This is an optimization exercise on Yosys and OpenROAD, whose aim is small area, a short achievable clock period and few clock cycles per item, not a production implementation. In this exercise RTL edits were held to simulation tests only and were not proved equivalent to the original.

==> inputs of run K <==
==> flow/design.v (excerpt) <==
module container_pool_allocator (
   input  wire logic                      clock,
   input  wire logic                      reset,
   input  wire logic                      req_valid,
   output logic                           req_ready,
   input  wire logic                      req_action,
   input  wire logic [15:0]               req_elem_count,
   input  wire logic [15:0]               req_elem_size,
   input  wire logic [3:0]                req_container_id,
   output logic                           rsp_valid,
   input  wire logic                      rsp_ready,
   output logic [1:0]                     rsp_status,
   output logic [3:0]                     rsp_result_id,
   output logic [11:0]                    rsp_region_offset
);
export LEC_CHECK = 0
export ABC_AREA = 1
export CAP_MARGIN = 20
export CORE_MARGIN = 2
export CORE_UTILIZATION = 65
export SETUP_SLACK_MARGIN = 3.0
export SLEW_MARGIN = 20
export TNS_END_PERCENT = 10
create_clock -name core_clock -period 8.0 [get_ports {clock}]
run.sh (not shown) runs the stock make flow with config.mk's settings and CLKGATE_MAP_FILE= SYNTH_SCRIPT=/design/flow/synth_recipe.tcl, a recipe that flattens the netlist after the stock synthesis.
==> run A (differences from run K) <==
--- a/flow/design.v
+++ b/flow/design.v
@@ -31,21 +31,22 @@
    input  wire logic [3:0]                req_container_id,
    output logic                           rsp_valid,
    input  wire logic                      rsp_ready,
    output logic [1:0]                     rsp_status,
    output logic [3:0]                     rsp_result_id,
    output logic [11:0]                    rsp_region_offset
 );
    localparam int NC = cpa_pkg::MAX_CONTAINERS;
-   logic        q_v, q_act, q_oz, q_bad;
+   logic        q_v, q_act, q_oz, q_p12, q_bad;
    logic [3:0]  q_cid;
-   logic [15:0] q_c1h;     
    logic [11:0] q_need;
+   logic [8:0]  q_n16h;
    logic [12:0] q_n16;     
+   assign q_n16 = {q_n16h, q_need[3:0]};
    logic [NC-1:0][11:0] off, byt;
    logic [NC-1:0][3:0]  nx;
    logic [NC-1:0]       pres, fre;
    logic [12:0]         top;
    logic [3:0]          last;
    logic                mrg;      
    logic [NC-1:0]       hs;       
    logic        r_v;
@@ -70,25 +71,25 @@
    end
    always_ff @(posedge clock) begin
       if (reset) q_v <= 1'b0;
       else if (acc) q_v <= 1'b1;
       else if (go) q_v <= 1'b0;
       if (acc) begin
          q_act <= req_action;
          q_cid <= req_container_id;
-         for (int i = 0; i < NC; i++) q_c1h[i] <= (req_container_id == 4'(i));
          q_need <= m_prod[11:0];
-         q_n16 <= {1'b0, m_prod[11:0]} + 13'd16;
-         q_oz <= (req_elem_count == 16'd0) || (req_elem_size == 16'd0) || m_ovf || m_prod[12];
+         q_n16h <= {1'b0, m_prod[11:4]} + 9'd1;
+         q_oz <= (req_elem_count == 16'd0) || (req_elem_size == 16'd0) || m_ovf;
+         q_p12 <= m_prod[12];
       end
    end
    logic [NC-1:0] pf;
    assign pf = pres & fre;
-   assign q_bad = q_oz || (&q_need[11:4] && |q_need[3:0]);
+   assign q_bad = q_oz || q_p12 || (&q_need[11:4] && |q_need[3:0]);
    function automatic logic gt13(input logic [12:0] a, input logic [12:0] b);
       logic g, e;
       g = 1'b0; e = 1'b1;
       for (int k = 12; k >= 0; k--) begin
          g = g | (e & a[k] & ~b[k]);
          e = e & ~(a[k] ^ b[k]);
       end
       gt13 = g;
@@ -184,48 +185,49 @@
    assign top_sum = {1'b0, top} + {1'b0, q_n16};
    assign top_fit = (top_sum <= 14'd4096);
    logic [3:0] pred;
    always_comb begin
       pred = '0;
       for (int j = 0; j < NC; j++)
          if (pres[j] && nx[j] == q_cid && 4'(j) != q_cid) pred = pred | 4'(j);
    end
+   logic sp_new;
    logic wr, do_c, do_split, do_topc, do_f, do_ftop, do_fmid, do_abs;
    always_comb begin
       wr = go || mrg;
       do_c = !mrg && q_act == cpa_pkg::ACT_CREATE && !q_bad;
       do_split = do_c && hit && !a_eq;
       do_topc = do_c && !hit && top_fit && sp_ok;
+      sp_new = hit ? !a_eq : (top_fit && sp_ok);
       do_f = !mrg && q_act == cpa_pkg::ACT_FREE && h_pres;
       do_ftop = do_f && h_last;
       do_fmid = do_f && !h_last;
       do_abs = mrg || (do_fmid && s_pf);
    end
    logic [11:0] bus_off, bus_ba, bus_bb;
    logic [3:0]  bus_nx;
    assign bus_ba = q_need;
    logic cr;
    assign cr = !mrg && q_act == cpa_pkg::ACT_CREATE;
    logic [11:0] h_byt16;
    assign h_byt16 = h_byt + 12'd16;
-   assign bus_bb = cr ? a_dif : add12(h_byt16, b_byt, 1'b0);
+   assign bus_bb = cr ? (hit ? a_dif : q_need) : add12(h_byt16, b_byt, 1'b0);
    assign bus_nx = cr ? a_nx : s2;
-   assign bus_off = (hit && !q_bad) ? a_toff : top[11:0];
-   logic [NC-1:0] we_off, we_ba, we_bb, we_nx, we_nsp, pres_set, pres_clr, fre_set, fre_clr;
-   always_comb begin
-      we_off = (do_split || do_topc) ? sp1h : '0;
-      we_ba = ({NC{do_split}} & first) | ({NC{do_topc}} & sp1h);
-      we_bb = ({NC{do_split}} & sp1h) | ({NC{do_abs}} & hsel);
-      we_nx = ({NC{do_split}} & sp1h) | ({NC{do_abs}} & hsel);
-      we_nsp = ({NC{do_split}} & first) | ({NC{do_topc && top != 13'd0}} & l1h);
-      pres_set = (do_split || do_topc) ? sp1h : '0;
+   assign bus_off = hit ? a_toff : top[11:0];
+   logic [NC-1:0] we_sp, we_ba, we_bb, we_nx, we_nsp, pres_clr, fre_set, fre_clr;
+   always_comb begin
+      we_sp = do_c ? sp1h : '0;
+      we_ba = do_c ? first : '0;
+      we_bb = we_sp | ({NC{do_abs}} & hsel);
+      we_nx = we_sp | ({NC{do_abs}} & hsel);
+      we_nsp = ({NC{do_c}} & first & ~eq) | ({NC{do_topc && top != 13'd0}} & l1h);
       pres_clr = ({NC{do_ftop}} & hsel) | ({NC{do_abs}} & s1h);
-      fre_set = ({NC{do_split}} & sp1h) | ({NC{do_fmid}} & hsel);
-      fre_clr = ({NC{do_c && hit}} & first) | ({NC{do_topc}} & sp1h);
+      fre_set = {NC{do_fmid}} & hsel;
+      fre_clr = we_ba;
    end
    logic [12:0] top_n;
    logic [3:0]  last_n;
    logic [NC-1:0] m1h_n;
    logic        mrg_n;
    logic [1:0]  st_n;
    logic [3:0]  id_n;
    logic [11:0] roff_n;
@@ -241,38 +243,39 @@
       if (do_fmid && s_pf && !s_last && s2_pf) mrg_n = 1'b1;
       st_n = cpa_pkg::ST_REJECT; id_n = '0; roff_n = '0;
       if (do_c && hit) begin st_n = cpa_pkg::ST_CREATED; id_n = a_id; roff_n = a_off; end
       else if (do_topc) begin st_n = cpa_pkg::ST_CREATED; id_n = sp; roff_n = top[11:0]; end
       else if (do_f) st_n = cpa_pkg::ST_FREED;
    end
    always_ff @(posedge clock) begin
       if (wr) for (int i = 0; i < NC; i++) begin
-         if (we_off[i]) off[i] <= bus_off;
+         if (we_sp[i]) off[i] <= bus_off;
          if (we_bb[i]) byt[i] <= bus_bb;
          else if (we_ba[i]) byt[i] <= bus_ba;
          if (we_nx[i]) nx[i] <= bus_nx;
          else if (we_nsp[i]) nx[i] <= sp;
-         if (pres_set[i]) pres[i] <= 1'b1;
+         if (we_sp[i]) pres[i] <= sp_new;
          else if (pres_clr[i]) pres[i] <= 1'b0;
-         if (fre_set[i]) fre[i] <= 1'b1;
+         if (we_sp[i]) fre[i] <= hit;
+         else if (fre_set[i]) fre[i] <= 1'b1;
          else if (fre_clr[i]) fre[i] <= 1'b0;
       end
       if (reset) for (int i = 0; i < NC; i++) pres[i] <= 1'b0;
       if (reset) begin
          top <= '0; mrg <= 1'b0;
       end else if (wr) begin
          top <= top_n; mrg <= mrg_n;
       end
       if (wr) begin
          last <= last_n;
       end
       if (!reset && (wr ? mrg_n : mrg)) hs <= m1h_n;
       else if (acc) for (int i = 0; i < NC; i++) hs[i] <= (req_container_id == 4'(i));
-      else hs <= q_c1h;
+      else for (int i = 0; i < NC; i++) hs[i] <= (q_cid == 4'(i));
       if (reset) r_v <= 1'b0;
       else if (go) r_v <= 1'b1;
       else if (rsp_ready) r_v <= 1'b0;
       if (go) begin
          r_st <= st_n; r_id <= id_n; r_off <= roff_n;
       end
    end
 endmodule
==> flow/config.mk (replaced) <==
export PLATFORM = sky130hd
export DESIGN_NAME = container_pool_allocator
export DESIGN_NICKNAME = container_pool_allocator
export VERILOG_FILES = /design/flow/design.v
export SDC_FILE = /design/flow/constraint.sdc
export NUM_CORES = 4
export LEC_CHECK = 0
export ABC_AREA = 1
export CAP_MARGIN = 20
export CORE_MARGIN = 2
export CORE_UTILIZATION = 42
export CTS_CLUSTER_SIZE = 30
export SETUP_SLACK_MARGIN = 1.5
export SLEW_MARGIN = 20
export TNS_END_PERCENT = 5
==> comparison table <==
metric	run A	run K
Status	complete, no violations	did not finish
Last stage reached	-	5_1_grt
Number of synthesized register bits	562	577
Share of Yosys cell area claimed by the top area cell type	37.63%	37.37%
Post-Synthesis Mean Instance Area	7.757 µm²	7.842 µm²
Overall die width	321.4 µm	259.7 µm
Number of enable-type register cells in the synthesized netlist	530	529
Number of buffers added for setup after CTS	30	178
Post-placement setup slack	715.8 ps	806.5 ps
Number of placement rows	116	93
Cell count after synthesis	5453	5421
Area fraction in and, or, nand and nor cells after synthesis	22.73%	22.21%
Count of clock tree sinks	562	577
HPWL after detailed placement	190.8 mm	159.5 mm
PostCTS Resize Cnt	72	393
Adder-cell share of the synthesized area	5.691%	5.663%
H-tree depth	3	2
Final weighted congestion of routability-driven global placement	1.093	1.267
Complex-gate fraction of the synthesized area	19.05%	19.47%
Area of placed instances	45400 µm²	44310 µm²
Total CTS buffers	66	59
Height of the chip	321.4 µm	259.7 µm
Post-synth net total	5654	5622
Testbench counts of run K, summed over its fixed seeds: cycles 3,454, requests 3,200.
Testbench counts of run A, summed over its fixed seeds: cycles 3,454, requests 3,200.

==> what the ideal ports hide <==
How much do the figures lean on ideal ports? The routed layout below was timed once more, with nothing changed but the port constraints. Step 1 (the two cells are an assumption about what drives the block):
set clk [get_ports {clock}]
set_driving_cell -lib_cell sky130_fd_sc_hd__clkbuf_16 $clk
set_driving_cell -lib_cell sky130_fd_sc_hd__buf_2 [delete_from_list [all_inputs] $clk]
Step 2 adds t to the input delays and takes it off the output delays; t is the mean of the earliest and latest rising clock arrival at the registers after step 1. Input paths then give back, and output paths get back, about the clock's delay inside the block. Slacks: ideal ports / drivers / drivers and shift; pairs: ideal ports / drivers.
run: run A
t, ns: 0.753
slack for setup (ns): 1.566 / 1.566 / 0.957
clock arrival spread, ns: 0.048 / 0.048
cell pins on the clock port's net: 1
After both steps setup and hold are still met in run A. The setup slack of run A moves by 0.000 ns with the drivers and by -0.609 ns with both steps.
